From an optimization exercise on the open Yosys and OpenROAD flow, aimed at small area, a short achievable clock period and few clock cycles per item; shortcuts taken in it are not production practice. Only simulation tests tie the RTL to the original design; equivalence was not proved.

==> flow/design.v (outline; a module is shown in full before it is edited, if it fits) <==
// module mm_mul_cs: 2539 lines
// module matmul_4x4_seq: 191 lines
module matmul_4x4_seq #(
  parameter int w         = 32,
  parameter int WIDTH_OUT = 2*w+2
) (
  input  logic                        clk,
  input  logic                        rst_n,
  input  logic                        in_valid,
  output logic                        in_ready,
  input  logic signed [w-1:0]         in_data,
  output logic                        out_valid,
  input  logic                        out_ready,
  output logic signed [WIDTH_OUT-1:0] out_data,
  output logic                        out_last,
  output logic                        busy
);
  // ...
==> flow/flow/run.sh <==
#!/bin/bash
set -o pipefail
export SETUP_SLACK_MARGIN=7.9
bash standard.sh > standard.log 2>&1
==> flow/standard.sh <==
#!/bin/bash
# synth_recipe.tcl (not shown) runs the flow's synth.tcl, then flattens the netlist and writes it again
# the make line also repeats each setting of config.mk as NAME=value (left out here)
make -C /OpenROAD-flow-scripts/flow DESIGN_CONFIG=/design/flow/config.mk WORK_HOME=/design/flow/orfs CLKGATE_MAP_FILE= SYNTH_SCRIPT=/design/flow/synth_recipe.tcl "${@:-finish}"
==> flow/config.mk <==
export PLATFORM = sky130hd
export DESIGN_NAME = matmul_4x4_seq
export DESIGN_NICKNAME = matmul_4x4_seq
export VERILOG_FILES = /design/flow/design.v
export SDC_FILE = /design/flow/constraint.sdc
export NUM_CORES = 4
export LEC_CHECK = 0
export CAP_MARGIN = 20
export CORE_MARGIN = 2
export CORE_UTILIZATION = 40
export SLEW_MARGIN = 20
==> flow/constraint.sdc <==
create_clock -name core_clock -period 12.0 [get_ports {clk}]
set_input_delay 2.4000 -clock core_clock [delete_from_list [all_inputs] [get_ports {clk}]]
set_output_delay 2.4000 -clock core_clock [all_outputs]
set_load 0.01 [all_outputs]
==> metrics.md, run 1 <==
| Metric | Value |
|---|---|
| Via count | 90550 |
| Share of cells above drive strength 1 | 15.19% |
| Sequential cell count | 2106 |
| Mean post-synth cell area | 11.72 um2 |
| Multiplexer share of the synthesized area | 1.766% |
| DR DRC count | 0 |
| Mapped Nets | 11580 |
| Port bufs | 105 |
| Simple-gate share of the synthesized area | 5.426% |
| Met1 GRT Util | 36.66% |
| CP Data Arrival Time | 5.10 ns |
| # Post-CTS Setup Buffers | 154 |
| Ys async rst share | 0.8072% |
| Final TNS setup | 0 ns |
| Highest Signal Layer | met5 |
| Status | timing/DRC/antenna clean |
| Drt pass-1 iters | 17 |
| Period utilization | 35.45% |
| I/O pins | 106 |
| Final Setup Violations | 0 |
| Critical path endpoint category | flip-flop |
| Die area | 310300 um2 |
| CP most frequent cell | fa_2 |
| Layout clock buffers | 269 |
| Cell variety after synth | 100 |
| Post-detail-place hpwl | 275300 um |
| GRT Residual Overflow | 0 |
| Synth Area in XOR/XNOR | 7.561% |
| Routing usage on met3 | 9.530% |
Testbench counts, summed over its fixed seeds: cycles 3,216, jobs 64.
==> module matmul_4x4_seq, before the edit <==
module matmul_4x4_seq #(
  parameter int w         = 32,
  parameter int WIDTH_OUT = 2*w+2
) (
  input  logic                        clk,
  input  logic                        rst_n,
  input  logic                        in_valid,
  output logic                        in_ready,
  input  logic signed [w-1:0]         in_data,
  output logic                        out_valid,
  input  logic                        out_ready,
  output logic signed [WIDTH_OUT-1:0] out_data,
  output logic                        out_last,
  output logic                        busy
);
  logic       in_ready_q, in_hs, out_hs;
  logic [4:0] ecnt_q;                    
  logic       out_valid_q, out_last_q, busy_q;
  logic [3:0] ocnt_q;                    
  logic       drain_left;                
  logic       go0, s0_free, is_b0, ph_next;
  logic        vs_q, vs_d;
  logic [4:0]  es_q;
  logic [31:0] ds_q;
  logic [31:0] d_in;
  logic [4:0]  e_in;
  logic        v0_q, ph0_q;
  logic [4:0]  e0_q;
  logic [31:0] d0_q;
  logic [10:0] neg0_q, m1_q, m2_q, m3_q, m4_q;   
  logic [10:0] neg_d, m1_d, m2_d, m3_d, m4_d;
  logic [34:0] bx;
  logic [31:0] a_op_q [2];               
  logic [33:0] a3_op_q [2];              
  logic [31:0] a_op_d [2];
  logic [33:0] a3_op_d [2];
  logic        v1_q, ph1_q, last1_q;
  logic [65:0] s1_q [2];
  logic [65:0] c1_q [2];
  logic [65:0] s_w [2];
  logic [65:0] c_w [2];
  logic [31:0] a_q [16];
  logic [65:0] c_q [4][4];
  logic [65:0] acc [2];                  
  logic [65:0] new_c [2];
  logic [65:0] fill [4];
  logic [3:0]  row_en;
  logic        a_en, shift_all;
  assign in_hs  = in_valid && in_ready_q;
  assign out_hs = out_valid_q && out_ready;
  assign drain_left = out_valid_q && !(out_hs && out_last_q);
  assign is_b0      = e0_q[4];
  assign go0        = v0_q && !(is_b0 && e0_q[3:0] == 4'd0 && !ph0_q && drain_left);
  assign s0_free    = !v0_q || (go0 && (!is_b0 || ph0_q));
  assign vs_d       = s0_free ? 1'b0 : (vs_q || in_hs);
  assign d_in       = vs_q ? ds_q : in_data;
  assign e_in       = vs_q ? es_q : ecnt_q;
  assign ph_next    = s0_free ? 1'b0 : (go0 || ph0_q);
  always_ff @(posedge clk or negedge rst_n) begin
    if (!rst_n) begin
      in_ready_q  <= 1'b1;
      ecnt_q      <= '0;
      vs_q        <= 1'b0;
      v0_q        <= 1'b0;
      ph0_q       <= 1'b0;
      v1_q        <= 1'b0;
      out_valid_q <= 1'b0;
      out_last_q  <= 1'b0;
      ocnt_q      <= '0;
      busy_q      <= 1'b0;
    end else begin
      if (in_hs) ecnt_q <= ecnt_q + 5'd1;
      vs_q       <= vs_d;
      in_ready_q <= !vs_d;
      if (s0_free) begin
        v0_q  <= vs_q || in_hs;
        ph0_q <= 1'b0;
      end else if (go0) begin
        ph0_q <= 1'b1;
      end
      v1_q <= go0 && is_b0;
      if (in_hs && ecnt_q == 5'd31) busy_q <= 1'b1;
      else if (out_hs && out_last_q) busy_q <= 1'b0;
      if (v1_q && last1_q) begin
        out_valid_q <= 1'b1;
        out_last_q  <= 1'b0;
        ocnt_q      <= '0;
      end else if (out_hs) begin
        ocnt_q     <= ocnt_q + 4'd1;
        out_last_q <= (ocnt_q == 4'd14);
        if (out_last_q) out_valid_q <= 1'b0;
      end
    end
  end
  always_comb begin
    bx = {{2{d_in[31]}}, d_in, 1'b0};
    for (int i = 0; i < 11; i++) begin
      m1_d[i]  = ~(bx[3*i+3] ^ bx[3*i+2]) & (bx[3*i+1] ^ bx[3*i]);
      m2_d[i]  = (bx[3*i+2] & ~bx[3*i+1] & ~bx[3*i]) | (~bx[3*i+2] & bx[3*i+1] & bx[3*i]);
      m3_d[i]  = (bx[3*i+3] ^ bx[3*i+2]) & (bx[3*i+1] ^ bx[3*i]);
      m4_d[i]  = bx[3*i+3] ? (~bx[3*i+2] & ~bx[3*i+1] & ~bx[3*i]) : (bx[3*i+2] & bx[3*i+1] & bx[3*i]);
      neg_d[i] = bx[3*i+3] & ~(bx[3*i+2] & bx[3*i+1] & bx[3*i]);
    end
  end
  always_ff @(posedge clk) begin
    if (s0_free) begin
      e0_q   <= e_in;
      d0_q   <= d_in;
      neg0_q <= neg_d;
      m1_q   <= m1_d;
      m2_q   <= m2_d;
      m3_q   <= m3_d;
      m4_q   <= m4_d;
    end
    if (!s0_free && !vs_q) begin
      es_q <= ecnt_q;
      ds_q <= in_data;
    end
  end
  assign a_en = v0_q && (!is_b0 || (e0_q[1:0] == 2'd3 && ph0_q));
  always_ff @(posedge clk) begin
    if (a_en) begin
      for (int p = 0; p < 15; p++) a_q[p] <= a_q[p+1];
      a_q[15] <= d0_q;
    end
  end
  for (genvar m = 0; m < 2; m++) begin : g_op
    logic [33:0] t_hi, t_sh, t_lo;
    assign t_hi = {{2{a_q[4*m+8][31]}}, a_q[4*m+8]} + {a_q[4*m+8][31], a_q[4*m+8], 1'b0};
    assign t_sh = {{2{a_q[4*m+1][31]}}, a_q[4*m+1]} + {a_q[4*m+1][31], a_q[4*m+1], 1'b0};
    assign t_lo = {{2{a_q[4*m][31]}},   a_q[4*m]}   + {a_q[4*m][31],   a_q[4*m],   1'b0};
    assign a_op_d[m]  = ph_next ? a_q[4*m+8] : (a_en ? a_q[4*m+1] : a_q[4*m]);
    assign a3_op_d[m] = ph_next ? t_hi : (a_en ? t_sh : t_lo);
  end
  always_ff @(posedge clk) begin
    for (int m = 0; m < 2; m++) begin
      a_op_q[m]  <= a_op_d[m];
      a3_op_q[m] <= a3_op_d[m];
    end
  end
  for (genvar m = 0; m < 2; m++) begin : g_accin
    assign acc[m] = (e0_q[3:2] == 2'd0) ? '0 : (ph0_q ? c_q[m+2][0] : c_q[m][0]);
  end
  for (genvar m = 0; m < 2; m++) begin : g_mul
    mm_mul_cs u_mul (
      .a   (a_op_q[m]),
      .a3  (a3_op_q[m]),
      .neg (neg0_q),
      .s1  (m1_q),
      .s2  (m2_q),
      .s3  (m3_q),
      .s4  (m4_q),
      .acc (acc[m]),
      .s   (s_w[m]),
      .c   (c_w[m])
    );
  end
  always_ff @(posedge clk) begin
    ph1_q   <= ph0_q;
    last1_q <= (e0_q == 5'd31) && ph0_q;
    for (int m = 0; m < 2; m++) begin
      s1_q[m]  <= s_w[m];
      c1_q[m]  <= c_w[m];
    end
  end
  for (genvar m = 0; m < 2; m++) begin : g_acc
    assign new_c[m] = s1_q[m] + c1_q[m];
  end
  assign shift_all = out_hs;
  assign row_en[0] = shift_all || (v1_q && !ph1_q);
  assign row_en[1] = shift_all || (v1_q && !ph1_q);
  assign row_en[2] = shift_all || (v1_q && ph1_q);
  assign row_en[3] = shift_all || (v1_q && ph1_q);
  assign fill[0]   = v1_q ? new_c[0] : c_q[1][0];
  assign fill[1]   = v1_q ? new_c[1] : c_q[2][0];
  assign fill[2]   = v1_q ? new_c[0] : c_q[3][0];
  assign fill[3]   = v1_q ? new_c[1] : '0;
  always_ff @(posedge clk) begin
    for (int i = 0; i < 4; i++) begin
      if (row_en[i]) begin
        for (int r = 0; r < 3; r++) c_q[i][r] <= c_q[i][r+1];
        c_q[i][3] <= fill[i];
      end
    end
  end
  assign in_ready  = in_ready_q;
  assign out_valid = out_valid_q;
  assign out_data  = c_q[0][0];
  assign out_last  = out_last_q;
  assign busy      = busy_q;
endmodule
==> inputs of run 2 (changes only) <==
--- a/flow/design.v
+++ b/flow/design.v
@@ -8,17 +8,18 @@
   input  logic [33:0] a3,
   input  logic [10:0] neg,
   input  logic [10:0] s1,
   input  logic [10:0] s2,
   input  logic [10:0] s3,
   input  logic [10:0] s4,
   input  logic [65:0] acc,
   output logic [65:0] s,
-  output logic [65:0] c
+  output logic [65:0] c,
+  output logic [65:0] t
 );
   logic pp0_0;
   logic pp0_1;
   logic pp0_2;
   logic pp0_3;
   logic pp0_4;
   logic pp0_5;
   logic pp0_6;
@@ -1075,148 +1076,16 @@
   logic xs673;
   logic xc674;
   logic xs675;
   logic xc676;
   logic xs677;
   logic xc678;
   logic xs679;
   logic xc680;
-  logic xs681;
-  logic xc682;
-  logic xs683;
-  logic xc684;
-  logic xs685;
-  logic xc686;
-  logic xs687;
-  logic xc688;
-  logic xs689;
-  logic xc690;
-  logic xs691;
-  logic xc692;
-  logic xs693;
-  logic xc694;
-  logic xs695;
-  logic xc696;
-  logic xs697;
-  logic xc698;
-  logic xs699;
-  logic xc700;
-  logic xs701;
-  logic xc702;
-  logic xs703;
-  logic xc704;
-  logic xs705;
-  logic xc706;
-  logic xs707;
-  logic xc708;
-  logic xs709;
-  logic xc710;
-  logic xs711;
-  logic xc712;
-  logic xs713;
-  logic xc714;
-  logic xs715;
-  logic xc716;
-  logic xs717;
-  logic xc718;
-  logic xs719;
-  logic xc720;
-  logic xs721;
-  logic xc722;
-  logic xs723;
-  logic xc724;
-  logic xs725;
-  logic xc726;
-  logic xs727;
-  logic xc728;
-  logic xs729;
-  logic xc730;
-  logic xs731;
-  logic xc732;
-  logic xs733;
-  logic xc734;
-  logic xs735;
-  logic xc736;
-  logic xs737;
-  logic xc738;
-  logic xs739;
-  logic xc740;
-  logic xs741;
-  logic xc742;
-  logic xs743;
-  logic xc744;
-  logic xs745;
-  logic xc746;
-  logic xs747;
-  logic xc748;
-  logic xs749;
-  logic xc750;
-  logic xs751;
-  logic xc752;
-  logic xs753;
-  logic xc754;
-  logic xs755;
-  logic xc756;
-  logic xs757;
-  logic xc758;
-  logic xs759;
-  logic xc760;
-  logic xs761;
-  logic xc762;
-  logic xs763;
-  logic xc764;
-  logic xs765;
-  logic xc766;
-  logic xs767;
-  logic xc768;
-  logic xs769;
-  logic xc770;
-  logic xs771;
-  logic xc772;
-  logic xs773;
-  logic xc774;
-  logic xs775;
-  logic xc776;
-  logic xs777;
-  logic xc778;
-  logic xs779;
-  logic xc780;
-  logic xs781;
-  logic xc782;
-  logic xs783;
-  logic xc784;
-  logic xs785;
-  logic xc786;
-  logic xs787;
-  logic xc788;
-  logic xs789;
-  logic xc790;
-  logic xs791;
-  logic xc792;
-  logic xs793;
-  logic xc794;
-  logic xs795;
-  logic xc796;
-  logic xs797;
-  logic xc798;
-  logic xs799;
-  logic xc800;
-  logic xs801;
-  logic xc802;
-  logic xs803;
-  logic xc804;
-  logic xs805;
-  logic xc806;
-  logic xs807;
-  logic xc808;
-  logic xs809;
-  logic xc810;
-  logic xs811;
-  logic xc812;
   assign pp0_0 = ((s1[0] & a[0]) | (s2[0] & 1'b0) | (s3[0] & a3[0]) | (s4[0] & 1'b0)) ^ neg[0];
   assign pp0_1 = ((s1[0] & a[1]) | (s2[0] & a[0]) | (s3[0] & a3[1]) | (s4[0] & 1'b0)) ^ neg[0];
   assign pp0_2 = ((s1[0] & a[2]) | (s2[0] & a[1]) | (s3[0] & a3[2]) | (s4[0] & a[0])) ^ neg[0];
   assign pp0_3 = ((s1[0] & a[3]) | (s2[0] & a[2]) | (s3[0] & a3[3]) | (s4[0] & a[1])) ^ neg[0];
   assign pp0_4 = ((s1[0] & a[4]) | (s2[0] & a[3]) | (s3[0] & a3[4]) | (s4[0] & a[2])) ^ neg[0];
   assign pp0_5 = ((s1[0] & a[5]) | (s2[0] & a[4]) | (s3[0] & a3[5]) | (s4[0] & a[3])) ^ neg[0];
   assign pp0_6 = ((s1[0] & a[6]) | (s2[0] & a[5]) | (s3[0] & a3[6]) | (s4[0] & a[4])) ^ neg[0];
   assign pp0_7 = ((s1[0] & a[7]) | (s2[0] & a[6]) | (s3[0] & a3[7]) | (s4[0] & a[5])) ^ neg[0];
@@ -2272,280 +2141,214 @@
   assign xs673 = xc556 ^ xs557 ^ acc[60];
   assign xc674 = (xc556 & xs557) | (xc556 & acc[60]) | (xs557 & acc[60]);
   assign xs675 = xc558 ^ pp9_34 ^ pp10_31;
   assign xc676 = (xc558 & pp9_34) | (xc558 & pp10_31) | (pp9_34 & pp10_31);
   assign xs677 = pp10_32 ^ acc[62];
   assign xc678 = pp10_32 & acc[62];
   assign xs679 = pp10_33 ^ acc[63];
   assign xc680 = pp10_33 & acc[63];
-  assign xs681 = pp0_0 ^ neg[0];
-  assign xc682 = pp0_0 & neg[0];
-  assign xs683 = pp0_1 ^ acc[1];
-  assign xc684 = pp0_1 & acc[1];
-  assign xs685 = pp0_2 ^ acc[2];
-  assign xc686 = pp0_2 & acc[2];
-  assign xs687 = xs559 ^ neg[1] ^ acc[3];
-  assign xc688 = (xs559 & neg[1]) | (xs559 & acc[3]) | (neg[1] & acc[3]);
-  assign xs689 = xc560 ^ xs561 ^ acc[4];
-  assign xc690 = (xc560 & xs561) | (xc560 & acc[4]) | (xs561 & acc[4]);
-  assign xs691 = xc562 ^ xs563 ^ acc[5];
-  assign xc692 = (xc562 & xs563) | (xc562 & acc[5]) | (xs563 & acc[5]);
-  assign xs693 = xc564 ^ xs565 ^ acc[6];
-  assign xc694 = (xc564 & xs565) | (xc564 & acc[6]) | (xs565 & acc[6]);
-  assign xs695 = xc566 ^ xs567 ^ acc[7];
-  assign xc696 = (xc566 & xs567) | (xc566 & acc[7]) | (xs567 & acc[7]);
-  assign xs697 = xc568 ^ xs569 ^ acc[8];
-  assign xc698 = (xc568 & xs569) | (xc568 & acc[8]) | (xs569 & acc[8]);
-  assign xs699 = xc570 ^ xs571 ^ acc[9];
-  assign xc700 = (xc570 & xs571) | (xc570 & acc[9]) | (xs571 & acc[9]);
-  assign xs701 = xc572 ^ xs573 ^ xs363;
-  assign xc702 = (xc572 & xs573) | (xc572 & xs363) | (xs573 & xs363);
-  assign xs703 = xc574 ^ xs575 ^ xs367;
-  assign xc704 = (xc574 & xs575) | (xc574 & xs367) | (xs575 & xs367);
-  assign xs705 = xc576 ^ xs577 ^ xs371;
-  assign xc706 = (xc576 & xs577) | (xc576 & xs371) | (xs577 & xs371);
-  assign xs707 = xc578 ^ xs579 ^ xs375;
-  assign xc708 = (xc578 & xs579) | (xc578 & xs375) | (xs579 & xs375);
-  assign xs709 = xc580 ^ xs581 ^ xs379;
-  assign xc710 = (xc580 & xs581) | (xc580 & xs379) | (xs581 & xs379);
-  assign xs711 = xc582 ^ xs583 ^ xs383;
-  assign xc712 = (xc582 & xs583) | (xc582 & xs383) | (xs583 & xs383);
-  assign xs713 = xc584 ^ xs585 ^ xs387;
-  assign xc714 = (xc584 & xs585) | (xc584 & xs387) | (xs585 & xs387);
-  assign xs715 = xc586 ^ xs587 ^ xs391;
-  assign xc716 = (xc586 & xs587) | (xc586 & xs391) | (xs587 & xs391);
-  assign xs717 = xc588 ^ xs589 ^ xs395;
-  assign xc718 = (xc588 & xs589) | (xc588 & xs395) | (xs589 & xs395);
-  assign xs719 = xc590 ^ xs591 ^ xs399;
-  assign xc720 = (xc590 & xs591) | (xc590 & xs399) | (xs591 & xs399);
-  assign xs721 = xc592 ^ xs593 ^ xs403;
-  assign xc722 = (xc592 & xs593) | (xc592 & xs403) | (xs593 & xs403);
-  assign xs723 = xc594 ^ xs595 ^ xs407;
-  assign xc724 = (xc594 & xs595) | (xc594 & xs407) | (xs595 & xs407);
-  assign xs725 = xc596 ^ xs597 ^ xs411;
-  assign xc726 = (xc596 & xs597) | (xc596 & xs411) | (xs597 & xs411);
-  assign xs727 = xc598 ^ xs599 ^ xs415;
-  assign xc728 = (xc598 & xs599) | (xc598 & xs415) | (xs599 & xs415);
-  assign xs729 = xc600 ^ xs601 ^ xs419;
-  assign xc730 = (xc600 & xs601) | (xc600 & xs419) | (xs601 & xs419);
-  assign xs731 = xc602 ^ xs603 ^ xs423;
-  assign xc732 = (xc602 & xs603) | (xc602 & xs423) | (xs603 & xs423);
-  assign xs733 = xc604 ^ xs605 ^ xs427;
-  assign xc734 = (xc604 & xs605) | (xc604 & xs427) | (xs605 & xs427);
-  assign xs735 = xc606 ^ xs607 ^ xs431;
-  assign xc736 = (xc606 & xs607) | (xc606 & xs431) | (xs607 & xs431);
-  assign xs737 = xc608 ^ xs609 ^ xs435;
-  assign xc738 = (xc608 & xs609) | (xc608 & xs435) | (xs609 & xs435);
-  assign xs739 = xc610 ^ xs611 ^ xs439;
-  assign xc740 = (xc610 & xs611) | (xc610 & xs439) | (xs611 & xs439);
-  assign xs741 = xc612 ^ xs613 ^ xs443;
-  assign xc742 = (xc612 & xs613) | (xc612 & xs443) | (xs613 & xs443);
-  assign xs743 = xc614 ^ xs615 ^ xs447;
-  assign xc744 = (xc614 & xs615) | (xc614 & xs447) | (xs615 & xs447);
-  assign xs745 = xc616 ^ xs617 ^ xs451;
-  assign xc746 = (xc616 & xs617) | (xc616 & xs451) | (xs617 & xs451);
-  assign xs747 = xc618 ^ xs619 ^ xs455;
-  assign xc748 = (xc618 & xs619) | (xc618 & xs455) | (xs619 & xs455);
-  assign xs749 = xc620 ^ xs621 ^ xs459;
-  assign xc750 = (xc620 & xs621) | (xc620 & xs459) | (xs621 & xs459);
-  assign xs751 = xc622 ^ xs623 ^ xs463;
-  assign xc752 = (xc622 & xs623) | (xc622 & xs463) | (xs623 & xs463);
-  assign xs753 = xc624 ^ xs625 ^ xs467;
-  assign xc754 = (xc624 & xs625) | (xc624 & xs467) | (xs625 & xs467);
-  assign xs755 = xc626 ^ xs627 ^ xs471;
-  assign xc756 = (xc626 & xs627) | (xc626 & xs471) | (xs627 & xs471);
-  assign xs757 = xc628 ^ xs629 ^ xs475;
-  assign xc758 = (xc628 & xs629) | (xc628 & xs475) | (xs629 & xs475);
-  assign xs759 = xc630 ^ xs631 ^ xs479;
-  assign xc760 = (xc630 & xs631) | (xc630 & xs479) | (xs631 & xs479);
-  assign xs761 = xc632 ^ xs633 ^ xs483;
-  assign xc762 = (xc632 & xs633) | (xc632 & xs483) | (xs633 & xs483);
-  assign xs763 = xc634 ^ xs635 ^ xs487;
-  assign xc764 = (xc634 & xs635) | (xc634 & xs487) | (xs635 & xs487);
-  assign xs765 = xc636 ^ xs637 ^ xs491;
-  assign xc766 = (xc636 & xs637) | (xc636 & xs491) | (xs637 & xs491);
-  assign xs767 = xc638 ^ xs639 ^ xs495;
-  assign xc768 = (xc638 & xs639) | (xc638 & xs495) | (xs639 & xs495);
-  assign xs769 = xc640 ^ xs641 ^ xs499;
-  assign xc770 = (xc640 & xs641) | (xc640 & xs499) | (xs641 & xs499);
-  assign xs771 = xc642 ^ xs643 ^ xs503;
-  assign xc772 = (xc642 & xs643) | (xc642 & xs503) | (xs643 & xs503);
-  assign xs773 = xc644 ^ xs645 ^ xs507;
-  assign xc774 = (xc644 & xs645) | (xc644 & xs507) | (xs645 & xs507);
-  assign xs775 = xc646 ^ xs647 ^ xs511;
-  assign xc776 = (xc646 & xs647) | (xc646 & xs511) | (xs647 & xs511);
-  assign xs777 = xc648 ^ xs649 ^ xs515;
-  assign xc778 = (xc648 & xs649) | (xc648 & xs515) | (xs649 & xs515);
-  assign xs779 = xc650 ^ xs651 ^ xs519;
-  assign xc780 = (xc650 & xs651) | (xc650 & xs519) | (xs651 & xs519);
-  assign xs781 = xc652 ^ xs653 ^ xs523;
-  assign xc782 = (xc652 & xs653) | (xc652 & xs523) | (xs653 & xs523);
-  assign xs783 = xc654 ^ xs655 ^ xs527;
-  assign xc784 = (xc654 & xs655) | (xc654 & xs527) | (xs655 & xs527);
-  assign xs785 = xc656 ^ xs657 ^ xs531;
-  assign xc786 = (xc656 & xs657) | (xc656 & xs531) | (xs657 & xs531);
-  assign xs787 = xc658 ^ xs659 ^ xs535;
-  assign xc788 = (xc658 & xs659) | (xc658 & xs535) | (xs659 & xs535);
-  assign xs789 = xc660 ^ xs661 ^ xs539;
-  assign xc790 = (xc660 & xs661) | (xc660 & xs539) | (xs661 & xs539);
-  assign xs791 = xc662 ^ xs663 ^ xs543;
-  assign xc792 = (xc662 & xs663) | (xc662 & xs543) | (xs663 & xs543);
-  assign xs793 = xc664 ^ xs665 ^ xs547;
-  assign xc794 = (xc664 & xs665) | (xc664 & xs547) | (xs665 & xs547);
-  assign xs795 = xc666 ^ xs667 ^ xs551;
-  assign xc796 = (xc666 & xs667) | (xc666 & xs551) | (xs667 & xs551);
-  assign xs797 = xc668 ^ xs669 ^ acc[58];
-  assign xc798 = (xc668 & xs669) | (xc668 & acc[58]) | (xs669 & acc[58]);
-  assign xs799 = xc670 ^ xs671 ^ 1'b1;
-  assign xc800 = (xc670 & xs671) | (xc670 & 1'b1) | (xs671 & 1'b1);
-  assign xs801 = xc672 ^ xs673 ^ 1'b1;
-  assign xc802 = (xc672 & xs673) | (xc672 & 1'b1) | (xs673 & 1'b1);
-  assign xs803 = xc674 ^ xs675 ^ acc[61];
-  assign xc804 = (xc674 & xs675) | (xc674 & acc[61]) | (xs675 & acc[61]);
-  assign xs805 = xc676 ^ xs677 ^ 1'b1;
-  assign xc806 = (xc676 & xs677) | (xc676 & 1'b1) | (xs677 & 1'b1);
-  assign xs807 = xc678 ^ xs679 ^ 1'b1;
-  assign xc808 = (xc678 & xs679) | (xc678 & 1'b1) | (xs679 & 1'b1);
-  assign xs809 = xc680 ^ pp10_34 ^ acc[64];
-  assign xc810 = (xc680 & pp10_34) | (xc680 & acc[64]) | (pp10_34 & acc[64]);
-  assign xs811 = acc[65] ^ 1'b1;
-  assign xc812 = acc[65] & 1'b1;
-  assign s[0] = xs681;
-  assign c[0] = acc[0];
-  assign s[1] = xc682;
-  assign c[1] = xs683;
-  assign s[2] = xc684;
-  assign c[2] = xs685;
-  assign s[3] = xc686;
-  assign c[3] = xs687;
-  assign s[4] = xc688;
-  assign c[4] = xs689;
-  assign s[5] = xc690;
-  assign c[5] = xs691;
-  assign s[6] = xc692;
-  assign c[6] = xs693;
-  assign s[7] = xc694;
-  assign c[7] = xs695;
-  assign s[8] = xc696;
-  assign c[8] = xs697;
-  assign s[9] = xc698;
-  assign c[9] = xs699;
-  assign s[10] = xc700;
-  assign c[10] = xs701;
-  assign s[11] = xc702;
-  assign c[11] = xs703;
-  assign s[12] = xc704;
-  assign c[12] = xs705;
-  assign s[13] = xc706;
-  assign c[13] = xs707;
-  assign s[14] = xc708;
-  assign c[14] = xs709;
-  assign s[15] = xc710;
-  assign c[15] = xs711;
-  assign s[16] = xc712;
-  assign c[16] = xs713;
-  assign s[17] = xc714;
-  assign c[17] = xs715;
-  assign s[18] = xc716;
-  assign c[18] = xs717;
-  assign s[19] = xc718;
-  assign c[19] = xs719;
-  assign s[20] = xc720;
-  assign c[20] = xs721;
-  assign s[21] = xc722;
-  assign c[21] = xs723;
-  assign s[22] = xc724;
-  assign c[22] = xs725;
-  assign s[23] = xc726;
-  assign c[23] = xs727;
-  assign s[24] = xc728;
-  assign c[24] = xs729;
-  assign s[25] = xc730;
-  assign c[25] = xs731;
-  assign s[26] = xc732;
-  assign c[26] = xs733;
-  assign s[27] = xc734;
-  assign c[27] = xs735;
-  assign s[28] = xc736;
-  assign c[28] = xs737;
-  assign s[29] = xc738;
-  assign c[29] = xs739;
-  assign s[30] = xc740;
-  assign c[30] = xs741;
-  assign s[31] = xc742;
-  assign c[31] = xs743;
-  assign s[32] = xc744;
-  assign c[32] = xs745;
-  assign s[33] = xc746;
-  assign c[33] = xs747;
-  assign s[34] = xc748;
-  assign c[34] = xs749;
-  assign s[35] = xc750;
-  assign c[35] = xs751;
-  assign s[36] = xc752;
-  assign c[36] = xs753;
-  assign s[37] = xc754;
-  assign c[37] = xs755;
-  assign s[38] = xc756;
-  assign c[38] = xs757;
-  assign s[39] = xc758;
-  assign c[39] = xs759;
-  assign s[40] = xc760;
-  assign c[40] = xs761;
-  assign s[41] = xc762;
-  assign c[41] = xs763;
-  assign s[42] = xc764;
-  assign c[42] = xs765;
-  assign s[43] = xc766;
-  assign c[43] = xs767;
-  assign s[44] = xc768;
-  assign c[44] = xs769;
-  assign s[45] = xc770;
-  assign c[45] = xs771;
-  assign s[46] = xc772;
-  assign c[46] = xs773;
-  assign s[47] = xc774;
-  assign c[47] = xs775;
-  assign s[48] = xc776;
-  assign c[48] = xs777;
-  assign s[49] = xc778;
-  assign c[49] = xs779;
-  assign s[50] = xc780;
-  assign c[50] = xs781;
-  assign s[51] = xc782;
-  assign c[51] = xs783;
-  assign s[52] = xc784;
-  assign c[52] = xs785;
-  assign s[53] = xc786;
-  assign c[53] = xs787;
-  assign s[54] = xc788;
-  assign c[54] = xs789;
-  assign s[55] = xc790;
-  assign c[55] = xs791;
-  assign s[56] = xc792;
-  assign c[56] = xs793;
-  assign s[57] = xc794;
-  assign c[57] = xs795;
-  assign s[58] = xc796;
-  assign c[58] = xs797;
-  assign s[59] = xc798;
-  assign c[59] = xs799;
-  assign s[60] = xc800;
-  assign c[60] = xs801;
-  assign s[61] = xc802;
-  assign c[61] = xs803;
-  assign s[62] = xc804;
-  assign c[62] = xs805;
-  assign s[63] = xc806;
-  assign c[63] = xs807;
-  assign s[64] = xc808;
-  assign c[64] = xs809;
-  assign s[65] = xc810;
-  assign c[65] = xs811;
+  assign s[0] = pp0_0;
+  assign c[0] = neg[0];
+  assign t[0] = acc[0];
+  assign s[1] = pp0_1;
+  assign c[1] = acc[1];
+  assign t[1] = 1'b0;
+  assign s[2] = pp0_2;
+  assign c[2] = acc[2];
+  assign t[2] = 1'b0;
+  assign s[3] = xs559;
+  assign c[3] = neg[1];
+  assign t[3] = acc[3];
+  assign s[4] = xc560;
+  assign c[4] = xs561;
+  assign t[4] = acc[4];
+  assign s[5] = xc562;
+  assign c[5] = xs563;
+  assign t[5] = acc[5];
+  assign s[6] = xc564;
+  assign c[6] = xs565;
+  assign t[6] = acc[6];
+  assign s[7] = xc566;
+  assign c[7] = xs567;
+  assign t[7] = acc[7];
+  assign s[8] = xc568;
+  assign c[8] = xs569;
+  assign t[8] = acc[8];
+  assign s[9] = xc570;
+  assign c[9] = xs571;
+  assign t[9] = acc[9];
+  assign s[10] = xc572;
+  assign c[10] = xs573;
+  assign t[10] = xs363;
+  assign s[11] = xc574;
+  assign c[11] = xs575;
+  assign t[11] = xs367;
+  assign s[12] = xc576;
+  assign c[12] = xs577;
+  assign t[12] = xs371;
+  assign s[13] = xc578;
+  assign c[13] = xs579;
+  assign t[13] = xs375;
+  assign s[14] = xc580;
+  assign c[14] = xs581;
+  assign t[14] = xs379;
+  assign s[15] = xc582;
+  assign c[15] = xs583;
+  assign t[15] = xs383;
+  assign s[16] = xc584;
+  assign c[16] = xs585;
+  assign t[16] = xs387;
+  assign s[17] = xc586;
+  assign c[17] = xs587;
+  assign t[17] = xs391;
+  assign s[18] = xc588;
+  assign c[18] = xs589;
+  assign t[18] = xs395;
+  assign s[19] = xc590;
+  assign c[19] = xs591;
+  assign t[19] = xs399;
+  assign s[20] = xc592;
+  assign c[20] = xs593;
+  assign t[20] = xs403;
+  assign s[21] = xc594;
+  assign c[21] = xs595;
+  assign t[21] = xs407;
+  assign s[22] = xc596;
+  assign c[22] = xs597;
+  assign t[22] = xs411;
+  assign s[23] = xc598;
+  assign c[23] = xs599;
+  assign t[23] = xs415;
+  assign s[24] = xc600;
+  assign c[24] = xs601;
+  assign t[24] = xs419;
+  assign s[25] = xc602;
+  assign c[25] = xs603;
+  assign t[25] = xs423;
+  assign s[26] = xc604;
+  assign c[26] = xs605;
+  assign t[26] = xs427;
+  assign s[27] = xc606;
+  assign c[27] = xs607;
+  assign t[27] = xs431;
+  assign s[28] = xc608;
+  assign c[28] = xs609;
+  assign t[28] = xs435;
+  assign s[29] = xc610;
+  assign c[29] = xs611;
+  assign t[29] = xs439;
+  assign s[30] = xc612;
+  assign c[30] = xs613;
+  assign t[30] = xs443;
+  assign s[31] = xc614;
+  assign c[31] = xs615;
+  assign t[31] = xs447;
+  assign s[32] = xc616;
+  assign c[32] = xs617;
+  assign t[32] = xs451;
+  assign s[33] = xc618;
+  assign c[33] = xs619;
+  assign t[33] = xs455;
+  assign s[34] = xc620;
+  assign c[34] = xs621;
+  assign t[34] = xs459;
+  assign s[35] = xc622;
+  assign c[35] = xs623;
+  assign t[35] = xs463;
+  assign s[36] = xc624;
+  assign c[36] = xs625;
+  assign t[36] = xs467;
+  assign s[37] = xc626;
+  assign c[37] = xs627;
+  assign t[37] = xs471;
+  assign s[38] = xc628;
+  assign c[38] = xs629;
+  assign t[38] = xs475;
+  assign s[39] = xc630;
+  assign c[39] = xs631;
+  assign t[39] = xs479;
+  assign s[40] = xc632;
+  assign c[40] = xs633;
+  assign t[40] = xs483;
+  assign s[41] = xc634;
+  assign c[41] = xs635;
+  assign t[41] = xs487;
+  assign s[42] = xc636;
+  assign c[42] = xs637;
+  assign t[42] = xs491;
+  assign s[43] = xc638;
+  assign c[43] = xs639;
+  assign t[43] = xs495;
+  assign s[44] = xc640;
+  assign c[44] = xs641;
+  assign t[44] = xs499;
+  assign s[45] = xc642;
+  assign c[45] = xs643;
+  assign t[45] = xs503;
+  assign s[46] = xc644;
+  assign c[46] = xs645;
+  assign t[46] = xs507;
+  assign s[47] = xc646;
+  assign c[47] = xs647;
+  assign t[47] = xs511;
+  assign s[48] = xc648;
+  assign c[48] = xs649;
+  assign t[48] = xs515;
+  assign s[49] = xc650;
+  assign c[49] = xs651;
+  assign t[49] = xs519;
+  assign s[50] = xc652;
+  assign c[50] = xs653;
+  assign t[50] = xs523;
+  assign s[51] = xc654;
+  assign c[51] = xs655;
+  assign t[51] = xs527;
+  assign s[52] = xc656;
+  assign c[52] = xs657;
+  assign t[52] = xs531;
+  assign s[53] = xc658;
+  assign c[53] = xs659;
+  assign t[53] = xs535;
+  assign s[54] = xc660;
+  assign c[54] = xs661;
+  assign t[54] = xs539;
+  assign s[55] = xc662;
+  assign c[55] = xs663;
+  assign t[55] = xs543;
+  assign s[56] = xc664;
+  assign c[56] = xs665;
+  assign t[56] = xs547;
+  assign s[57] = xc666;
+  assign c[57] = xs667;
+  assign t[57] = xs551;
+  assign s[58] = xc668;
+  assign c[58] = xs669;
+  assign t[58] = acc[58];
+  assign s[59] = xc670;
+  assign c[59] = xs671;
+  assign t[59] = 1'b1;
+  assign s[60] = xc672;
+  assign c[60] = xs673;
+  assign t[60] = 1'b1;
+  assign s[61] = xc674;
+  assign c[61] = xs675;
+  assign t[61] = acc[61];
+  assign s[62] = xc676;
+  assign c[62] = xs677;
+  assign t[62] = 1'b1;
+  assign s[63] = xc678;
+  assign c[63] = xs679;
+  assign t[63] = 1'b1;
+  assign s[64] = xc680;
+  assign c[64] = pp10_34;
+  assign t[64] = acc[64];
+  assign s[65] = acc[65];
+  assign c[65] = 1'b1;
+  assign t[65] = 1'b0;
 endmodule
 module matmul_4x4_seq #(
   parameter int w         = 32,
   parameter int WIDTH_OUT = 2*w+2
 ) (
   input  logic                        clk,
   input  logic                        rst_n,
   input  logic                        in_valid,
@@ -2576,18 +2379,20 @@
   logic [34:0] bx;
   logic [31:0] a_op_q [2];               
   logic [33:0] a3_op_q [2];              
   logic [31:0] a_op_d [2];
   logic [33:0] a3_op_d [2];
   logic        v1_q, ph1_q, last1_q;
   logic [65:0] s1_q [2];
   logic [65:0] c1_q [2];
+  logic [65:0] t1_q [2];
   logic [65:0] s_w [2];
   logic [65:0] c_w [2];
+  logic [65:0] t_w [2];
   logic [31:0] a_q [16];
   logic [65:0] c_q [4][4];
   logic [65:0] acc [2];                  
   logic [65:0] new_c [2];
   logic [65:0] fill [4];
   logic [3:0]  row_en;
   logic        a_en, shift_all;
   assign in_hs  = in_valid && in_ready_q;
@@ -2691,29 +2496,33 @@
       .a3  (a3_op_q[m]),
       .neg (neg0_q),
       .s1  (m1_q),
       .s2  (m2_q),
       .s3  (m3_q),
       .s4  (m4_q),
       .acc (acc[m]),
       .s   (s_w[m]),
-      .c   (c_w[m])
+      .c   (c_w[m]),
+      .t   (t_w[m])
     );
   end
   always_ff @(posedge clk) begin
     ph1_q   <= ph0_q;
     last1_q <= (e0_q == 5'd31) && ph0_q;
     for (int m = 0; m < 2; m++) begin
       s1_q[m]  <= s_w[m];
       c1_q[m]  <= c_w[m];
+      t1_q[m]  <= t_w[m];
     end
   end
   for (genvar m = 0; m < 2; m++) begin : g_acc
-    assign new_c[m] = s1_q[m] + c1_q[m];
+    assign new_c[m] = (s1_q[m] ^ c1_q[m] ^ t1_q[m]) +
+                      {(s1_q[m][64:0] & c1_q[m][64:0]) | (s1_q[m][64:0] & t1_q[m][64:0]) |
+                       (c1_q[m][64:0] & t1_q[m][64:0]), 1'b0};
   end
   assign shift_all = out_hs;
   assign row_en[0] = shift_all || (v1_q && !ph1_q);
   assign row_en[1] = shift_all || (v1_q && !ph1_q);
   assign row_en[2] = shift_all || (v1_q && ph1_q);
   assign row_en[3] = shift_all || (v1_q && ph1_q);
   assign fill[0]   = v1_q ? new_c[0] : c_q[1][0];
   assign fill[1]   = v1_q ? new_c[1] : c_q[2][0];
==> flow/config.mk (replaced) <==
export PLATFORM = sky130hd
export DESIGN_NAME = matmul_4x4_seq
export DESIGN_NICKNAME = matmul_4x4_seq
export VERILOG_FILES = /design/flow/design.v
export SDC_FILE = /design/flow/constraint.sdc
export NUM_CORES = 4
export LEC_CHECK = 0
export CAP_MARGIN = 20
export CORE_MARGIN = 2
export CORE_UTILIZATION = 40
export CTS_CLUSTER_DIAMETER = 100
export CTS_CLUSTER_SIZE = 22
export SLEW_MARGIN = 20
==> metrics.md, run 2 <==
| Metric | Value |
|---|---|
| Status | timing/DRC/antenna clean |
| Largest net degree at the start of global routing | 102 |
| CTS tree | done |
| H-tree depth | 4 |
| Number of flops mapped to enable cells by yosys | 1631 |
| Worst reg2reg path depth | 12 |
| Synthesized flop and latch total | 2220 |
| Die width | 562.1 um |
| Starting density of the core | 40.28% |
| WHS Path Cells | 0 |
| Core Box Area | 309400 um2 |
| CTS root buffer | clkbuf_16 |
| RSZ-0062 raised after global routing | true |
| Reg-to-reg startpoint | s1_q[1][32] |
| Kind of critical path | reg2reg |
| Gpl congestion | 1.027 |
| Final Setup Violations | 0 (unchanged) |
| Vias in the first global route | 89220 |
| Worst Setup Start Kind | flip-flop |
| Synth area leaders | edfxtp_1 (39%), fa_1 (10%), dfxtp_1 (9.2%) |
| Reg-to-Reg End | c_q[7][59] |
| Critical path endpoint category | flip-flop |
| Antenna violations before repair | 31 |
| GRT Util Overall | 27.87% |
| Port bufs | 105 (unchanged) |
| Die area | 316000 um2 (+1.9%) |
| Post-synth top cells | edfxtp_1 (1631), inv_1 (852), xnor2_1 (694) |
| Most common cell after layout, fill and taps aside | edfxtp_1 |
| Post-route minimum period | 4.219 ns |
| Post-detail-place hpwl | 302500 um (+9.9%) |
| Count leader, synth | edfxtp_1 |
| Final TNS setup | 0 ns (unchanged) |
| Area Growth Syn to Fin | 9.210% |
| GRT Residual Overflow | 0 (unchanged) |
| Clk Latency, worst-skew pair | 0.91 ns |
| Top flop regs | c_q: 1056 flops, a_q: 512 flops, s1_q: 132 flops |
| Commonest non-fill, non-tap cells in the layout | edfxtp_1 (1631), inv_1 (850), xnor2_1 (682) |
| Hold Crit Start | a_q[15][8] |
| CTS clk-pin slew, worst paths | 0.10 ns |
| Mapped Nets | 11590 (+0.095%) |
| Cell variety after synth | 87 (-13%) |
| Synth Flop Type | edfxtp_1 |
| Layout filler cell count | 28500 |
| DR DRC count | 0 (unchanged) |
| Global-route wire length before repair | 644500 um |
| R2r setup slk | 7.78 ns |
| Clock sinks | 2220 |
| Hold Buf Count CTS | 0 |
| Worst-case clock skew | 0.08650 ns |
| Clk buf depth | 4 |
| CTS Buf Count | 136 |
| Synth Area in XOR/XNOR | 7.464% (-0.096 points) |
| CP Max Fanout | 7 |
| Period utilization | 35.16% (-0.29 points) |
| CP Data Arrival Time | 4.83 ns (-0.27 ns) |
| Area share of the largest cell type after synthesis | 39.30% |
| Total wire length | 451200 um |
| Post-synthesis compound-gate area fraction | 16.03% |
| Die Ht | 562.1 um |
| Worst Setup SP | s1_q[1][32] |
| Synth area leader | edfxtp_1 |
| Fmax | 237.0 MHz |
| Largest family of logic cells by synthesized area | compound AO/OA/AOI/OAI gates |
| Via count | 90090 (-0.50%) |
| Share of cells above drive strength 1 | 8.582% (-6.6 points) |
| Drt pass-1 iters | 13 (-4) |
| Vias/cell | 6.253 |
| Ys async rst share | 0.7658% (-0.041 points) |
| Min-Delay Endpoint | a_q[14][8] |
| Antenna viol nets, final | 0 |
| # nets final | 11300 |
| Avg WL per Cell | 31.31 um |
| WP data required | 12.61 ns |
| Syn Std Cell Area | 124600 um2 |
| Max reg flops | 1056 |
| I/O pins | 106 (unchanged) |
| Largest Register | c_q |
| Mean post-synth cell area | 11.92 um2 (+1.7%) |
| Slew HR | 9.545% |
| Max-cap check violation count | 0 |
| Min-delay worst type | reg2reg |
| Worst hold slack | 0.3871 ns |
| Syn Inst Count | 10450 |
| Std cell rows | 204 |
| Multiplexer share of the synthesized area | 2.201% (+0.43 points) |
| Synthesis Warnings | 28 |
| Post-synthesis sequential area ratio | 48.84% |
| Synth Area in Adders | 15.07% |
| Initial DRC Count | 13370 |
| Fin. max-slew vios | 0 |
| Final Hold Viols | 0 |
| Worst Max-Slew Pin Slew | 1.345 ns |
| Simple-gate share of the synthesized area | 5.260% (-0.17 points) |
## run 2: changes by cell type after synthesis, moves of 30 or more
cell      delta
clkbuf_1    +30
inv_1       -76
o21ai_0     -37
dfxtp_1    +114
mux2_2      +50
nor2_1      -52
a31oi_1     -58
## run 2: cell families (layout without fill, tap and decap cells)
kind of cell / after synthesis / in the layout
buffers and inverters: 1705 / 1518
and+or+nand+nor: 1458 / 1459
xor gates and xnor gates: 1062 / 1062
adders and majority gates: 1118 / 1118
muxes: 257 / 257
other: 1 / 23
AOI/OAI and AO/OA: 2631 / 2631
DFF: 2220 / 2220
## run 2: layer usage
layer / GRT usage [%] / part of all wire, %
met3: 10.34 / 12
met1: 36.30 / 40
met2: 40.46 / 42
met5: 0.6928 / 0.11
met4: 14.06 / 6.3
## run 2: worst max-delay path by stage
stage,slack (ns),endpoint
floorplan,2.21,c_q[0][0]
global placement,6.21,c_q[11][27]
detailed placement,6.11,c_q[15][27]
CTS,7.86,c_q[7][59]
global route,7.82,c_q[7][35]
finish,7.78,c_q[7][59]
## run 2: per-stage QoR
step	instance area [um2]	setup WS, ns	util (%)	instances
final	136100	7.781	43.99	14410
after global routing	136000	7.821	43.97	14390
after CTS	135300	7.858	43.73	14370
after detailed placement	129800	6.106	41.95	14080
after global placement	129800	6.207	41.95	14080
after floorplan	124700	2.210	-	10450
## run 2: repair_timing
item                                    CTS  global route
endpoints found under the setup margin  996           592
resized for setup                       257           142
setup buffers                            51            10
pin swaps                                20            29
cloned                                    5             0
## run 2: critical path, cell delays in order (launching register included)
cell	delay (ns)
dfxtp_1	0.33
fa_1	0.55
ha_2	0.35
a21oi_1	0.48
o21ai_0	0.27
a221o_1	0.40
a21oi_1	0.35
a2111oi_4	0.13
buf_4	0.18
nor2_2	0.28
o21ai_2	0.12
xnor2_2	0.21
mux2_2	0.29
## run 2: final cells by class
| cell class | count | area [um2] | share of cell area (%) |
|---|---|---|---|
| Antenna cell | 22 | 55.05 | 0.04045 |
| Clock buffer | 195 | 3656 | 2.687 |
| Clock inverter | 46 | 638.1 | 0.4689 |
| Inverter | 854 | 3218 | 2.365 |
| Multi-Input combinational cell | 6528 | 58460 | 42.96 |
| Sequential cell | 2220 | 60890 | 44.75 |
| Tap cell | 4120 | 5155 | 3.788 |
| Timing Repair Buffer | 423 | 4011 | 2.948 |
Testbench counts of run 2, summed over its fixed seeds: cycles 3,216, jobs 64.
==> inputs of run 3 (changes only) <==
--- a/flow/config.mk
+++ b/flow/config.mk
@@ -7,7 +7,7 @@
 export LEC_CHECK = 0
 export CAP_MARGIN = 20
 export CORE_MARGIN = 2
-export CORE_UTILIZATION = 40
+export CORE_UTILIZATION = 55
 export CTS_CLUSTER_DIAMETER = 100
 export CTS_CLUSTER_SIZE = 22
 export SLEW_MARGIN = 20
==> metrics.md, run 3 <==
| Metric | Value |
|---|---|
| Status | timing/DRC/antenna clean |
| Critical path endpoint category | flip-flop |
| Syn Inst Count | 10450 (unchanged) |
| Post-synthesis sequential area ratio | 48.84% (unchanged) |
| Max reg flops | 1056 (unchanged) |
| Number of flops mapped to enable cells by yosys | 1631 (unchanged) |
| Commonest non-fill, non-tap cells in the layout | edfxtp_1 (1631), inv_1 (848), xnor2_1 (682) |
| Total wire length | 445900 um (-1.2%) |
| Clk Latency, worst-skew pair | 0.86 ns (-0.05 ns) |
| Final Hold Viols | 0 (unchanged) |
| WP data required | 12.49 ns (-0.12 ns) |
| CTS root buffer | clkbuf_16 |
| Largest Register | c_q |
| CP Depth | 6 (-6) |
| I/O pins | 106 (unchanged) |
| Antenna violations before repair | 31 (unchanged) |
| Mapped Nets | 11590 (unchanged) |
| Die Ht | 480.0 um (-15%) |
| Area Growth Syn to Fin | 7.951% |
| Kind of critical path | in2reg |
| Post-synth top cells | edfxtp_1 (1631), inv_1 (852), xnor2_1 (694) |
| H-tree depth | 3 (-1) |
| Hold Buf Count CTS | 0 (unchanged) |
| Max-cap check violation count | 0 (unchanged) |
| Clock sinks | 2220 (unchanged) |
| Layout filler cell count | 18220 (-36%) |
| Synthesized flop and latch total | 2220 (unchanged) |
| Drt pass-1 iters | 14 (+1) |
| Fin. max-slew vios | 0 (unchanged) |
| Placed instance area | 128300 um2 (-1.1%) |
| Min-delay worst type | reg2reg |
| Post-layout util | 59.76% (+16 points) |
| Synth area leader | edfxtp_1 |
| CP delay by family, top | buffers and inverters |
| CP Cell Sequence | clkdlybuf4s50_1 > nand2_8 > o21ai_4 > buf_16 > buf_16 > buf_16 |
| Port bufs | 105 (unchanged) |
| Vias in the first global route | 88450 (-0.86%) |
| Max incr delay on CP | 0.60 ns (+0.05 ns) |
| Buf+Inv Stages, Crit Path | 4 (+3) |
| CTS clk-pin slew, worst paths | 0.11 ns (about the same) |
| Cell variety after synth | 87 (unchanged) |
| Share of cells above drive strength 1 | 8.557% (-0.025 points) |
| Final TNS setup | 0 ns (unchanged) |
| Ys async rst share | 0.7658% (unchanged) |
| Die width | 480.0 um (-15%) |
| RSZ-0062 raised after global routing | true |
| CTS tree | done |
| Worst-case clock skew | 0.05671 ns (-0.02979 ns) |
| Area share of the largest cell type after synthesis | 39.30% (unchanged) |
| Post-route minimum period | 4.207 ns (-0.01168 ns) |
| CP Data Arrival Time | 4.69 ns (-0.14 ns) |
| Count leader, synth | edfxtp_1 |
| DR DRC count | 0 (unchanged) |
| Worst Max-Slew Pin Slew | 1.340 ns (-0.005132 ns) |
| Global-route wire length before repair | 631800 um (-2.0%) |
| Slew HR | 10.53% (+0.99 points) |
| Multi-input logic area | 58740 um2 (+0.48%) |
| CP Max Fanout | 76 (+69) |
| Synth Flop Type | edfxtp_1 |
| Worst reg2reg path depth | 12 (unchanged) |
| Avg WL per Cell | 33.64 um (+7.4%) |
| Std cell rows | 174 (-15%) |
| Syn Std Cell Area | 124600 um2 (unchanged) |
| Most common cell after layout, fill and taps aside | edfxtp_1 |
| Mean post-synth cell area | 11.92 um2 (unchanged) |
| Core Box Area | 225100 um2 (-27%) |
| Gpl congestion | 1.063 (+3.4%) |
| Largest net degree at the start of global routing | 170 (+67%) |
| Period utilization | 35.06% (-0.097 points) |
| Antenna viol nets, final | 0 (unchanged) |
| Initial DRC Count | 12990 (-2.8%) |
| Vias/cell | 6.735 (+7.7%) |
| Clk buf depth | 3 (-1) |
| Storage cell area | 60920 um2 (about the same) |
| GRT Residual Overflow | 0 (unchanged) |
| Die area | 230400 um2 (-27%) |
| Fmax | 237.7 MHz (+0.28%) |
| Final Setup Violations | 0 (unchanged) |
| Final instance area | 134500 um2 (-1.2%) |
| GRT Util Overall | 38.13% (+10 points) |
| Synth area leaders | edfxtp_1 (39%), fa_1 (10%), dfxtp_1 (9.2%) |
| Crit-path slowest cell | clkdlybuf4s50_1 |
| Worst Setup Start Kind | input port |
| Via count | 89270 (-0.92%) |
| Top flop regs | c_q: 1056 flops, a_q: 512 flops, s1_q: 132 flops |
| CP most frequent cell | buf_16 |
| WHS Path Cells | 0 (unchanged) |
| Post-detail-place hpwl | 302600 um (about the same) |
| # nets final | 11280 (-0.19%) |
| Synthesis Warnings | 28 (unchanged) |
| Starting density of the core | 55.36% (+15 points) |
| CTS Buf Count | 119 (-13%) |
## run 3: final cells by class
| type | count | area share, % |
|---|---|---|
| sequential | 2220 | 45.29 |
| multi-input combinational | 6530 | 43.67 |
| timing repair buffer | 417 | 3.053 |
| tap | 2992 | 2.783 |
| clock buffer | 197 | 2.446 |
| inverter | 854 | 2.392 |
| clock inverter | 31 | 0.3432 |
| antenna | 14 | 0.02604 |
## run 3: logic make-up (layout without fill, tap and decap cells)
logic type	count (synthesis)	count (layout)	synth area share, %
AO/OA/AOI/OAI	2631	2632	16.03
flip-flops	2220	2220	48.84
buffers and inverters	1705	1499	5.136
AND/OR/NAND/NOR	1458	1460	5.260
adder cells (fa/ha/maj)	1118	1118	15.07
XOR/XNOR	1062	1062	7.464
multiplexers	257	257	2.201
other	1	15	0.003009
## run 3: final timing paths
kind	from	to	slack (ns)
setup reg to reg	s1_q[1][21]	c_q[7][56]	7.87
max in group asynchronous	rst_n	v1_q	10.07
hold / removal	a_q[15][20]	a_q[14][20]	0.40
min in group asynchronous	rst_n	ph0_q	1.52
hold reg to reg	a_q[15][20]	a_q[14][20]	0.40
setup / recovery	out_ready	c_q[6][24]	7.79
## run 3: timing repair
item,CTS,global route
buffers inserted,50,21
pin swaps,27,49
gates resized for setup,265,183
gates cloned,6,2
setup endpoints to repair,900,690
## run 3: worst register-to-register path, cell delays in order, from the launching register on
cell and delay, ns:
dfxtp_1 0.33, fa_1 0.54, ha_2 0.33, a21oi_4 0.22, o21ai_0 0.14, a21oi_2 0.33
nand3_2 0.19, a221o_1 0.48, or3_4 0.45, a21boi_1 0.25, nand3b_1 0.15, nand4_1 0.24
a21o_1 0.24
## run 3: routing by layer
metal | vias to the layer above | share of wire, % | track usage [%]
li1 | 37250 | - | -
met1 | 44120 | 38 | 48.25
met2 | 5912 | 42 | 55.47
met3 | 1969 | 12 | 12.99
met4 | 24 | 8.5 | 25.53
met5 | - | 0.060 | 0.3314
## run 3: per-stage QoR
stage | hold slack, ns | std cells | setup slack [ns]
after floorplan | 0.3462 | 10450 | 2.210
after global placement | 0.4002 | 12930 | 5.902
after detailed placement | 0.4045 | 12930 | 5.826
after CTS | 0.4025 | 13220 | 7.863
after global routing | 0.4036 | 13250 | 7.801
final | 0.4045 | 13260 | 7.793
==> inputs of run 4 (changes only) <==
==> flow/flow/run.sh (replaced) <==
#!/bin/bash
set -o pipefail
export SETUP_SLACK_MARGIN=8.2
bash standard.sh > standard.log 2>&1
==> metrics.md, run 4 <==
| Metric | Value |
|---|---|
| Port bufs | 105 (unchanged) |
| H-tree depth | 3 (unchanged) |
| Avg WL per Cell | 34.78 um (+3.4%) |
| Final worst slack | 7.843 ns (+0.05061 ns) |
| Hold Buf Count CTS | 0 (unchanged) |
| Post-synthesis sequential area ratio | 48.84% (unchanged) |
| Period utilization | 34.64% (-0.42 points) |
| Starting density of the core | 55.36% (unchanged) |
| Commonest non-fill, non-tap cells in the layout | edfxtp_1 (1631), inv_1 (827), xnor2_1 (657) |
| WP data required | 12.62 ns (+0.13 ns) |
| Top flop regs | c_q: 1056 flops, a_q: 512 flops, s1_q: 132 flops |
| # nets final | 11490 (+1.9%) |
| Slew HR | 19.02% (+8.5 points) |
| Core Box Area | 225100 um2 (unchanged) |
| Worst setup path end | c_q[7][57] |
| Met1 GRT Util | 49.75% (+1.5 points) |
| Largest net degree at the start of global routing | 124 (-27%) |
| Clk Latency, worst-skew pair | 0.89 ns (+0.03 ns) |
| CTS Buf Count | 118 (-0.84%) |
| Antenna violations before repair | 29 (-6.5%) |
| Vias/cell | 6.877 (+2.1%) |
| Critical path endpoint category | flip-flop |
| Fmax | 240.6 MHz (+1.2%) |
| Grt peak-use layer | met2 |
| I/O pins | 106 (unchanged) |
| Final instance area | 140000 um2 (+4.0%) |
| Global-route wire length before repair | 645600 um (+2.2%) |
| Largest Register | c_q |
| CP Max Fanout | 3 (-96%) |
| R2r setup slk | 7.84 ns (-0.03 ns) |
| Min-delay worst type | reg2reg |
| Synth area leader | edfxtp_1 |
| Reg-to-Reg End | c_q[7][57] |
| Most common cell after layout, fill and taps aside | edfxtp_1 |
| Mapped Nets | 11590 (unchanged) |
| Gpl congestion | 1.120 (+5.4%) |
| Status | timing/DRC/antenna clean |
| Max-cap check violation count | 0 (unchanged) |
| Final Hold Viols | 0 (unchanged) |
| Die width | 480.0 um (unchanged) |
| Synth Flop Type | edfxtp_1 |
| Initial DRC Count | 14460 (+11%) |
| Post-route minimum period | 4.157 ns (-0.05061 ns) |
| Met2 Resource Use GR | 56.43% (+0.96 points) |
| Max reg flops | 1056 (unchanged) |
| CTS clk-pin slew, worst paths | 0.09 ns (-0.02 ns) |
| GRT Util Overall | 39.11% (+0.98 points) |
| Syn Inst Count | 10450 (unchanged) |
| Worst Setup SP | t1_q[1][24] |
| CTS tree | done |
| Synthesized flop and latch total | 2220 (unchanged) |
| Final Setup Violations | 0 (unchanged) |
| GRT Residual Overflow | 0 (unchanged) |
| Post-synth top cells | edfxtp_1 (1631), inv_1 (852), xnor2_1 (694) |
| CTS root buffer | clkbuf_16 |
| Die Ht | 480.0 um (unchanged) |
| RSZ-0062 raised after global routing | true |
| Area share of the largest cell type after synthesis | 39.30% (unchanged) |
| Placed instance area | 128200 um2 (about the same) |
| Drt pass-1 iters | 15 (+1) |
| Reg-to-reg startpoint | t1_q[1][24] |
| Total wire length | 468700 um (+5.1%) |
| Ys async rst share | 0.7658% (unchanged) |
| Mean post-synth cell area | 11.92 um2 (unchanged) |
| Via count | 92670 (+3.8%) |
| Clk buf depth | 3 (unchanged) |
| Post-detail-place hpwl | 303900 um (+0.41%) |
| CP Data Arrival Time | 4.77 ns (+0.08 ns) |
| Synthesis Warnings | 28 (unchanged) |
| Number of flops mapped to enable cells by yosys | 1631 (unchanged) |
| Clock sinks | 2220 (unchanged) |
| Worst-case clock skew | 0.08466 ns (+0.02795 ns) |
| Final TNS setup | 0 ns (unchanged) |
| Cell variety after synth | 87 (unchanged) |
| Worst Setup Start Kind | flip-flop |
| Area Growth Syn to Fin | 12.31% |
| Syn Std Cell Area | 124600 um2 (unchanged) |
| Die area | 230400 um2 (unchanged) |
| Kind of critical path | reg2reg |
| Vias in the first global route | 89730 (+1.4%) |
| Share of cells above drive strength 1 | 14.58% (+6.0 points) |
| Antenna viol nets, final | 0 (unchanged) |
| Worst hold slack | 0.3954 ns (-0.009119 ns) |
| Worst reg2reg path depth | 17 (+5) |
| Count leader, synth | edfxtp_1 |
| DR DRC count | 0 (unchanged) |
| Worst Max-Slew Pin Slew | 1.213 ns (-0.1272 ns) |
| Synth area leaders | edfxtp_1 (39%), fa_1 (10%), dfxtp_1 (9.2%) |
| Routing usage on met3 | 13.46% (+0.47 points) |
| Fin. max-slew vios | 0 (unchanged) |
| Pre-CTS setup slack | 6.126 ns (+0.3003 ns) |
| Std cell rows | 174 (unchanged) |
-- run 4: area by class of cell --
cell class	instances	area [um2]
Multi-Input combinational cell	6528	61140
Clock buffer	203	3314
Clock inverter	23	399.1
Fill cell	17680	85160
Timing Repair Buffer	634	7089
Tap cell	2992	3744
Sequential cell	2220	60980
Inverter	854	3232
Antenna cell	22	55.05
-- run 4: timing repair --
action	CTS	global route
pin swaps	144	168
setup buffers	144	108
endpoints found under the setup margin	1406	770
cloned	18	28
resized for setup	881	468
-- run 4: kinds of logic after synthesis --
group                    Yosys count  synth area share [%]
AO/OA/AOI/OAI                   2631                 16.03
multiplexers                     257                 2.201
adder cells (fa/ha/maj)         1118                 15.07
buffers and inverters           1705                 5.136
flip-flops                      2220                 48.84
AND/OR/NAND/NOR                 1458                 5.260
XOR/XNOR                        1062                 7.464
other                              1              0.003009
-- run 4: worst max-delay path, stage by stage (launching register included) --
cell,delay (ns)
dfxtp_2,0.34
fa_2,0.52
ha_4,0.29
buf_6,0.10
buf_12,0.09
buf_6,0.09
nand2_4,0.05
nor2_4,0.34
nand2_2,0.12
a211oi_4,0.23
buf_6,0.18
o2111a_2,0.28
o21ai_2,0.07
buf_6,0.18
a211oi_4,0.37
nor3_2,0.11
xnor2_2,0.23
mux2_4,0.30
-- run 4: metrics by stage --
| stage | utilization [%] | cells |
|---|---|---|
| 5_1_grt | 62.15 | 13460 |
| 2_1_floorplan | - | 10450 |
| 4_1_cts | 60.50 | 13320 |
| 3_5_place_dp | 56.97 | 12930 |
| 6_report | 62.17 | 13480 |
| 3_3_place_gp | 56.96 | 12930 |
-- run 4: worst min-delay path by stage --
stage | from | end | slack, ns | cells after the start
final | a_q[11][16] | a_q[10][16] | 0.40 | 0
after detailed placement | a_q[13][31] | a_q[12][31] | 0.40 | 0
after floorplan | neg0_q[1] | c1_q[1][3] | 0.35 | 0
after global routing | a_q[11][16] | a_q[10][16] | 0.38 | 0
after global placement | c_q[14][29] | c_q[13][29] | 0.40 | 0
after CTS | a_q[2][10] | a_q[1][10] | 0.38 | 0
-- run 4: metal layers --
layer	wire (um)	vias up
li1	-	37740
met1	171800	45830
met2	194300	6761
met3	60990	2314
met4	40860	31
met5	792	-

==> what the ideal ports hide <==
In the flow no input, the clock included, has a driving cell. The finished layouts below were timed again as built, in two steps.
Step 1 assumes that a clkbuf_16 drives the clock port and a buf_2 every other input.
Step 2, shift: input delay + t, output delay - t, t = (earliest + latest rising clock arrival at the registers) / 2. This alone moves slack from input paths to output paths.
a / b / c = ideal / step 1 / step 2; a / b = the first two.
run	shift t [ns]	setup slack, ns	worst data-port slew with drivers (ns)
run 1	1.008	7.746 / 7.746 / 7.021	0.17
run 2	0.976	7.781 / 7.781 / 7.267	0.06
run 3	0.931	7.793 / 7.844 / 6.934	0.07
run 4	0.938	7.843 / 7.843 / 7.416	0.04
After both steps every run listed still meets setup and hold. The setup slack of run 3, which loses most, moves by +0.051 ns with the drivers and by -0.859 ns with both steps.
